Source: an optimization exercise on an open RTL-to-GDS flow (aim: small area, a short achievable clock period and few clock cycles). Production flows keep margins and buffers that such runs may drop. At most, simulation tests tie the RTL to the original design; equivalence was not proved. No activity file was given, so power comes from the tool's default toggle rates.

==> 09-26: inputs <==
==> flow/design.v <==
`timescale 1ns/1ps
module sparse_mul_top
(
  input  logic                                    clk,
  input  logic                                    rst_n,
  input  logic                                    start,
  output logic                                    busy,
  output logic                                    done,
  input  logic                                    poly_wr_en,
  input  logic [$clog2(64)-1:0]                   poly_wr_addr,
  input  logic [8-1:0]                 poly_wr_data,
  input  logic                                    pos_wr_en,
  input  logic [$clog2(16 / 4)-1:0]                  pos_wr_addr,
  input  logic [4*$clog2(64)-1:0]        pos_wr_data,
  input  logic                                    res_rd_en,
  input  logic [$clog2(64)-1:0]                   res_rd_addr,
  output logic [8-1:0]                 res_rd_data,
  output logic                                    res_rd_valid
);
  localparam int N       = 64;
  localparam int H       = 16;
  localparam int L       = 4;
  localparam int W       = 8;
  localparam int POS_W   = $clog2(64);
  localparam int WORDS   = 16 / 4;
  logic [N-1:0][W-1:0]           a_mem;
  logic [WORDS-1:0][L*POS_W-1:0] pos_mem;
  logic [N-1:0][W-1:0]           acc_v;
  logic [N-1:0]                  acc_c;
  logic [N-1:0][W-1:0]           nxt_v;
  logic [N-1:0]                  nxt_c;
  logic                          busy_q;
  logic                          first_q;    
  logic                          last_q;     
  logic [POS_W:0]                step_q;     
  logic [POS_W-1:0]              idx_q;      
  logic [N-1:0]                  therm_q;    
  logic [N-1:0]                  therm_nxt;
  logic [N-1:0]                  padd_q;     
  logic [N-1:0]                  psub_q;     
  logic                          sp_nxt;
  logic                          sm_nxt;
  logic                          go;
  logic [W-1:0]                  rd_q;
  assign busy = busy_q;
  assign go   = start && !busy_q;
  always_ff @(posedge clk)
  begin
    for (int k = 0; k < N; k++)
      if (poly_wr_en && !busy_q && (poly_wr_addr == POS_W'(k)))
        a_mem[k] <= poly_wr_data;
    for (int w = 0; w < WORDS; w++)
      if (pos_wr_en && !busy_q && (pos_wr_addr == w))
        pos_mem[w] <= pos_wr_data;
  end
  logic [H-1:0]                  hit;
  logic                          mask;
  for (genvar j = 0; j < H; j++)
  begin : g_hit
    assign hit[j] = (pos_mem[j / L][(j % L) * POS_W +: POS_W] == idx_q);
  end
  assign mask   = busy_q && !first_q && (idx_q == '0);
  assign sp_nxt = |hit[H/2-1:0] && !mask;
  assign sm_nxt = |hit[H-1:H/2] && !mask;
  assign therm_nxt = !busy_q ? '1 : first_q ? N'(1) : {therm_q[N-2:0], 1'b1};
  always_ff @(posedge clk)
  begin
    therm_q <= therm_nxt;
    for (int k = 0; k < N; k++)
    begin
      padd_q[k] <= therm_nxt[k] ? sp_nxt : sm_nxt;
      psub_q[k] <= therm_nxt[k] ? sm_nxt : sp_nxt;
    end
  end
  always_ff @(posedge clk or negedge rst_n)
  begin
    if (!rst_n)
    begin
      busy_q       <= 1'b0;
      done         <= 1'b0;
      first_q      <= 1'b0;
      last_q       <= 1'b0;
      step_q       <= '0;
      idx_q        <= '0;
      res_rd_valid <= 1'b0;
    end
    else
    begin
      done         <= last_q;
      first_q      <= go;
      res_rd_valid <= res_rd_en && !busy_q;
      if (go)
        busy_q <= 1'b1;
      else if (last_q)
        busy_q <= 1'b0;
      if (busy_q && !last_q)
        step_q <= step_q + 1'b1;
      else
        step_q <= '0;
      last_q <= busy_q && (step_q == (POS_W+1)'(N - 1));
      if (go || (busy_q && !last_q))
        idx_q <= idx_q - 1'b1;
      else
        idx_q <= '0;
    end
  end
  for (genvar k = 0; k < N; k++)
  begin : g_step
    logic [W-1:0]   v;
    logic           c;
    logic           neg;
    logic           en;
    logic           flip;
    logic [W-1:0]   am;
    logic [W-3:0]   ones;
    logic [W-1:0]   y;
    logic [W:0]     sum;
    assign v    = acc_v[(k + N - 1) % N];
    assign c    = acc_c[(k + N - 1) % N];
    assign neg  = psub_q[k];
    assign en   = padd_q[k] || psub_q[k];
    assign am   = a_mem[k];
    assign flip = c ^ neg;
    for (genvar i = 0; i < W - 2; i++)
    begin : g_ones
      assign ones[i] = &am[i+1:2] | (i == 0);
    end
    always_comb
    begin
      for (int i = 0; i < 2; i++)
        y[i] = en && (am[i] ^ neg);
      for (int i = 2; i < W; i++)
        y[i] = en && (am[i] ^ neg ^ (flip && ones[i-2]));
      y[2] = en ? (am[2] ^ c) : c;
    end
    logic [W-1:0]   g0, p0;
    logic [W-1:0]   g1, p1, g2, p2, g3, p3;
    logic [W:0]     cy;
    assign g0 = v & y;
    assign p0 = v ^ y;
    always_comb
    begin
      g1 = g0; p1 = p0;
      g1[0] = g0[0] | (p0[0] & c);
      p1[0] = 1'b0;
      for (int i = 1; i < W; i += 2) begin g1[i] = g0[i] | (p0[i] & g1[i-1]); p1[i] = p0[i] & p1[i-1]; end
      g2 = g1; p2 = p1;
      for (int i = 2; i < W; i++) if (i % 4 >= 2) begin g2[i] = g1[i] | (p1[i] & g1[(i/4)*4+1]); p2[i] = p1[i] & p1[(i/4)*4+1]; end
      g3 = g2; p3 = p2;
      for (int i = 4; i < W; i++) if (i % 8 >= 4) begin g3[i] = g2[i] | (p2[i] & g2[(i/8)*8+3]); p3[i] = p2[i] & p2[(i/8)*8+3]; end
    end
    assign cy  = {g3, c};
    assign sum = {cy[W], p0 ^ cy[W-1:0]};
    assign nxt_v[k] = sum[W-1:0];
    assign nxt_c[k] = sum[W];
  end
  always_ff @(posedge clk)
  begin
    if (busy_q || go)
    begin
      for (int k = 0; k < N; k++)
      begin
        acc_v[k] <= go ? W'(0) : nxt_v[k];
        acc_c[k] <= go ? 1'b0  : nxt_c[k];
      end
    end
  end
  logic [N-1:0]                  ge;
  logic [W-1:0]                  sel_v;
  logic                          sel_c;
  logic                          sel_ge;
  for (genvar k = 0; k < N; k++)
  begin : g_ge
    assign ge[k] = (acc_v[k] >= W'(251));
  end
  assign sel_v  = acc_v[res_rd_addr];
  assign sel_c  = acc_c[res_rd_addr];
  assign sel_ge = ge[res_rd_addr];
  logic [3:0]                    lo;
  always_comb
  begin
    case ({sel_c, sel_ge, sel_v[2:0]})
      5'b10_000: lo = 4'd5;
      5'b10_001: lo = 4'd6;
      5'b10_010: lo = 4'd7;
      5'b10_011: lo = 4'd8;
      5'b10_100: lo = 4'd9;
      5'b01_011: lo = 4'd0;
      5'b01_100: lo = 4'd1;
      5'b01_101: lo = 4'd2;
      5'b01_110: lo = 4'd3;
      5'b01_111: lo = 4'd4;
      default:   lo = sel_v[3:0];
    endcase
  end
  always_ff @(posedge clk)
  begin
    rd_q <= {(sel_c || sel_ge) ? 4'd0 : sel_v[7:4], lo};
  end
  assign res_rd_data = rd_q;
endmodule
==> flow/run.sh <==
#!/bin/bash
# synth_recipe.tcl (not shown) runs the flow's synth.tcl, then flattens the netlist and writes it again
# the make line also repeats each setting of config.mk as NAME=value (left out here)
make -C /OpenROAD-flow-scripts/flow DESIGN_CONFIG=/design/flow/config.mk WORK_HOME=/design/flow/orfs CLKGATE_MAP_FILE= SYNTH_SCRIPT=/design/flow/synth_recipe.tcl finish
==> flow/config.mk <==
export PLATFORM = sky130hd
export DESIGN_NAME = sparse_mul_top
export DESIGN_NICKNAME = sparse_mul_top
export VERILOG_FILES = /design/flow/design.v
export SDC_FILE = /design/flow/constraint.sdc
export NUM_CORES = 4
export LEC_CHECK = 0
export CAP_MARGIN = 20
export CORE_MARGIN = 2
export CORE_UTILIZATION = 40
export SETUP_SLACK_MARGIN = 2.5
export SLEW_MARGIN = 20
==> flow/constraint.sdc <==
create_clock -name core_clock -period 5.0 [get_ports {clk}]
set_input_delay 1.0000 -clock core_clock [delete_from_list [all_inputs] [get_ports {clk}]]
set_output_delay 1.0000 -clock core_clock [all_outputs]
set_load 0.01 [all_outputs]
==> 05-05 (differences from 09-26) <==
--- a/flow/design.v
+++ b/flow/design.v
@@ -35,5 +35,4 @@
   logic [POS_W:0]                step_q;     
   logic [POS_W-1:0]              idx_q;      
-  logic [N-1:0]                  therm_q;    
   logic [N-1:0]                  therm_nxt;
   logic [N-1:0]                  padd_q;     
@@ -45,9 +44,21 @@
   assign busy = busy_q;
   assign go   = start && !busy_q;
-  always_ff @(posedge clk)
-  begin
+  logic                          pw_en_q;
+  logic [POS_W-1:0]              pw_addr_q;
+  logic [W-1:0]                  pw_data_q;
+  always_ff @(posedge clk or negedge rst_n)
+  begin
+    if (!rst_n)
+      pw_en_q <= 1'b0;
+    else
+      pw_en_q <= poly_wr_en && !busy_q;
+  end
+  always_ff @(posedge clk)
+  begin
+    pw_addr_q <= poly_wr_addr;
+    pw_data_q <= poly_wr_data;
     for (int k = 0; k < N; k++)
-      if (poly_wr_en && !busy_q && (poly_wr_addr == POS_W'(k)))
-        a_mem[k] <= poly_wr_data;
+      if (pw_en_q && (pw_addr_q == POS_W'(k)))
+        a_mem[k] <= pw_data_q;
     for (int w = 0; w < WORDS; w++)
       if (pos_wr_en && !busy_q && (pos_wr_addr == w))
@@ -63,8 +74,10 @@
   assign sp_nxt = |hit[H/2-1:0] && !mask;
   assign sm_nxt = |hit[H-1:H/2] && !mask;
-  assign therm_nxt = !busy_q ? '1 : first_q ? N'(1) : {therm_q[N-2:0], 1'b1};
-  always_ff @(posedge clk)
-  begin
-    therm_q <= therm_nxt;
+  for (genvar k = 0; k < N; k++)
+  begin : g_therm
+    assign therm_nxt[k] = !busy_q || ((POS_W+1)'(k) <= step_q);
+  end
+  always_ff @(posedge clk)
+  begin
     for (int k = 0; k < N; k++)
     begin
@@ -166,36 +179,32 @@
     end
   end
-  logic [N-1:0]                  ge;
+  logic [N-1:0]                  fix;
   logic [W-1:0]                  sel_v;
   logic                          sel_c;
-  logic                          sel_ge;
+  logic                          sel_fix;
   for (genvar k = 0; k < N; k++)
-  begin : g_ge
-    assign ge[k] = (acc_v[k] >= W'(251));
-  end
-  assign sel_v  = acc_v[res_rd_addr];
-  assign sel_c  = acc_c[res_rd_addr];
-  assign sel_ge = ge[res_rd_addr];
-  logic [3:0]                    lo;
-  always_comb
-  begin
-    case ({sel_c, sel_ge, sel_v[2:0]})
-      5'b10_000: lo = 4'd5;
-      5'b10_001: lo = 4'd6;
-      5'b10_010: lo = 4'd7;
-      5'b10_011: lo = 4'd8;
-      5'b10_100: lo = 4'd9;
-      5'b01_011: lo = 4'd0;
-      5'b01_100: lo = 4'd1;
-      5'b01_101: lo = 4'd2;
-      5'b01_110: lo = 4'd3;
-      5'b01_111: lo = 4'd4;
-      default:   lo = sel_v[3:0];
-    endcase
-  end
-  always_ff @(posedge clk)
-  begin
-    rd_q <= {(sel_c || sel_ge) ? 4'd0 : sel_v[7:4], lo};
-  end
-  assign res_rd_data = rd_q;
+  begin : g_fix
+    assign fix[k] = acc_c[k] || (acc_v[k] >= W'(251));
+  end
+  assign sel_v   = acc_v[res_rd_addr];
+  assign sel_c   = acc_c[res_rd_addr];
+  assign sel_fix = fix[res_rd_addr];
+  logic                          sel_lo;
+  logic [3:0]                    rd_x;
+  assign sel_lo = sel_v[1] && sel_v[0];
+  always_ff @(posedge clk)
+  begin
+    rd_q[W-1:4] <= sel_fix ? 4'd0 : sel_v[W-1:4];
+    rd_q[3]     <= !sel_fix && sel_v[3];
+    rd_q[2:1]   <= sel_v[2:1];
+    rd_q[0]     <= sel_v[0] ^ sel_fix;
+    rd_x[3]     <= sel_fix && sel_c && (sel_v[2] || sel_lo);
+    rd_x[2]     <= sel_fix && !sel_lo;
+    rd_x[1]     <= sel_fix && sel_v[0];
+    rd_x[0]     <= 1'b0;
+  end
+  assign res_rd_data[W-1:4] = rd_q[W-1:4];
+  assign res_rd_data[3]     = rd_q[3] || rd_x[3];
+  assign res_rd_data[2:1]   = rd_q[2:1] ^ rd_x[2:1];
+  assign res_rd_data[0]     = rd_q[0];
 endmodule
CORE_UTILIZATION = 55   (was 40)
==> 10-15 (differences from 09-26) <==
--- a/flow/design.v
+++ b/flow/design.v
@@ -45,9 +45,23 @@
   assign busy = busy_q;
   assign go   = start && !busy_q;
-  always_ff @(posedge clk)
-  begin
+  logic [7:0]                    pw_hi_q;
+  logic [7:0]                    pw_lo_q;
+  logic [W-1:0]                  pw_data_q;
+  always_ff @(posedge clk or negedge rst_n)
+  begin
+    if (!rst_n)
+      pw_hi_q <= '0;
+    else
+      for (int i = 0; i < 8; i++)
+        pw_hi_q[i] <= poly_wr_en && !busy_q && (poly_wr_addr[5:3] == 3'(i));
+  end
+  always_ff @(posedge clk)
+  begin
+    for (int i = 0; i < 8; i++)
+      pw_lo_q[i] <= (poly_wr_addr[2:0] == 3'(i));
+    pw_data_q <= poly_wr_data;
     for (int k = 0; k < N; k++)
-      if (poly_wr_en && !busy_q && (poly_wr_addr == POS_W'(k)))
-        a_mem[k] <= poly_wr_data;
+      if (pw_hi_q[k / 8] && pw_lo_q[k % 8])
+        a_mem[k] <= pw_data_q;
     for (int w = 0; w < WORDS; w++)
       if (pos_wr_en && !busy_q && (pos_wr_addr == w))
@@ -166,36 +180,30 @@
     end
   end
-  logic [N-1:0]                  ge;
+  logic [N-1:0]                  fix;
   logic [W-1:0]                  sel_v;
-  logic                          sel_c;
-  logic                          sel_ge;
+  logic                          sel_fix;
   for (genvar k = 0; k < N; k++)
-  begin : g_ge
-    assign ge[k] = (acc_v[k] >= W'(251));
-  end
-  assign sel_v  = acc_v[res_rd_addr];
-  assign sel_c  = acc_c[res_rd_addr];
-  assign sel_ge = ge[res_rd_addr];
-  logic [3:0]                    lo;
-  always_comb
-  begin
-    case ({sel_c, sel_ge, sel_v[2:0]})
-      5'b10_000: lo = 4'd5;
-      5'b10_001: lo = 4'd6;
-      5'b10_010: lo = 4'd7;
-      5'b10_011: lo = 4'd8;
-      5'b10_100: lo = 4'd9;
-      5'b01_011: lo = 4'd0;
-      5'b01_100: lo = 4'd1;
-      5'b01_101: lo = 4'd2;
-      5'b01_110: lo = 4'd3;
-      5'b01_111: lo = 4'd4;
-      default:   lo = sel_v[3:0];
-    endcase
-  end
-  always_ff @(posedge clk)
-  begin
-    rd_q <= {(sel_c || sel_ge) ? 4'd0 : sel_v[7:4], lo};
-  end
-  assign res_rd_data = rd_q;
+  begin : g_fix
+    assign fix[k] = acc_c[k] || (acc_v[k] >= W'(251));
+  end
+  assign sel_v   = acc_v[res_rd_addr];
+  assign sel_fix = fix[res_rd_addr];
+  logic                          sel_lo;
+  logic [3:0]                    rd_x;
+  assign sel_lo = sel_v[1] && sel_v[0];
+  always_ff @(posedge clk)
+  begin
+    rd_q[W-1:4] <= sel_fix ? 4'd0 : sel_v[W-1:4];
+    rd_q[3]     <= !sel_fix && sel_v[3];
+    rd_q[2:1]   <= sel_v[2:1];
+    rd_q[0]     <= sel_v[0] ^ sel_fix;
+    rd_x[3]     <= sel_fix && !sel_v[W-1] && (sel_v[2] || sel_lo);
+    rd_x[2]     <= sel_fix && !sel_lo;
+    rd_x[1]     <= sel_fix && sel_v[0];
+    rd_x[0]     <= 1'b0;
+  end
+  assign res_rd_data[W-1:4] = rd_q[W-1:4];
+  assign res_rd_data[3]     = rd_q[3] || rd_x[3];
+  assign res_rd_data[2:1]   = rd_q[2:1] ^ rd_x[2:1];
+  assign res_rd_data[0]     = rd_q[0];
 endmodule
CORE_UTILIZATION = 55   (was 40)
SETUP_SLACK_MARGIN = 2.1   (was 2.5)
==> run summary <==
item                                                                09-26                05-05             10-15
Grt met2 use                                                        41.9%                55.8%             49.6%
Sequential element share of the synthesized area                    48.1%                47.5%             48.8%
Share of post-route cells with drive strength above 1               32.1%                31.9%             13.4%
Cts repair resizes                                                   1052                  824               187
Number of gates on the worst path with buffers counted                 10                    3                 8
Seq_cells                                                            1400                 1356              1427
Synth Area in XOR/XNOR                                              4.51%                5.22%             5.17%
Number of combinational gates with multiple inputs                   5166                 5218              5102
Status                                   no timing/DRC/antenna violations  no timing/DRC/antenna violations  no timing/DRC/antenna violations
Largest Pwr Group                                        sequential cells  combinational logic  sequential cells
Post-Synth Adder-Cell Area                                          12.0%                12.2%             12.0%
Non-clock buffers                                                     935                 1079               307
Multi-input combinational cell area                             44900 µm²            45000 µm²         40800 µm²
Share of the final layout cell area in sequential cells             38.3%                38.1%             43.5%
Testbench counts of 10-15, summed over its fixed seeds: cycles 6,752.
For 09-26 and 05-05, only the layout was checked, not whether the RTL still works.

## port drivers added, routing unchanged
No port has a modelled driver above. Below, the same layouts with a new extraction and two added sets of constraints. Step 1, drivers: a clkbuf_16 drives clk and a buf_2 each remaining input, both assumed. Step 2, shift: input delay + t, output delay - t, t = (earliest + latest rising clock arrival at the registers) / 2. This alone moves slack from input paths to output paths. Three values: ideal, step 1, step 2; two values: the first two.
run | t, ns | setup slack, ns | worst hold slack (ns) | worst data-port slew with drivers (ns) | cell pins on the clock port's net
09-26 | 0.909 | 2.069 / 1.902 / 0.993 | 0.380 / 0.380 / 0.380 | 0.34 | 1
05-05 | 0.883 | 2.088 / 2.088 / 1.292 | 0.421 / 0.421 / 0.421 | 0.38 | 1
10-15 | 0.879 | 2.133 / 2.077 / 1.232 | 0.387 / 0.387 / 0.387 | 0.14 | 1
After both steps every run listed still meets setup and hold. For 09-26, which loses most, drivers alone change the setup slack by -0.167 ns; drivers and shift together by -1.076 ns.
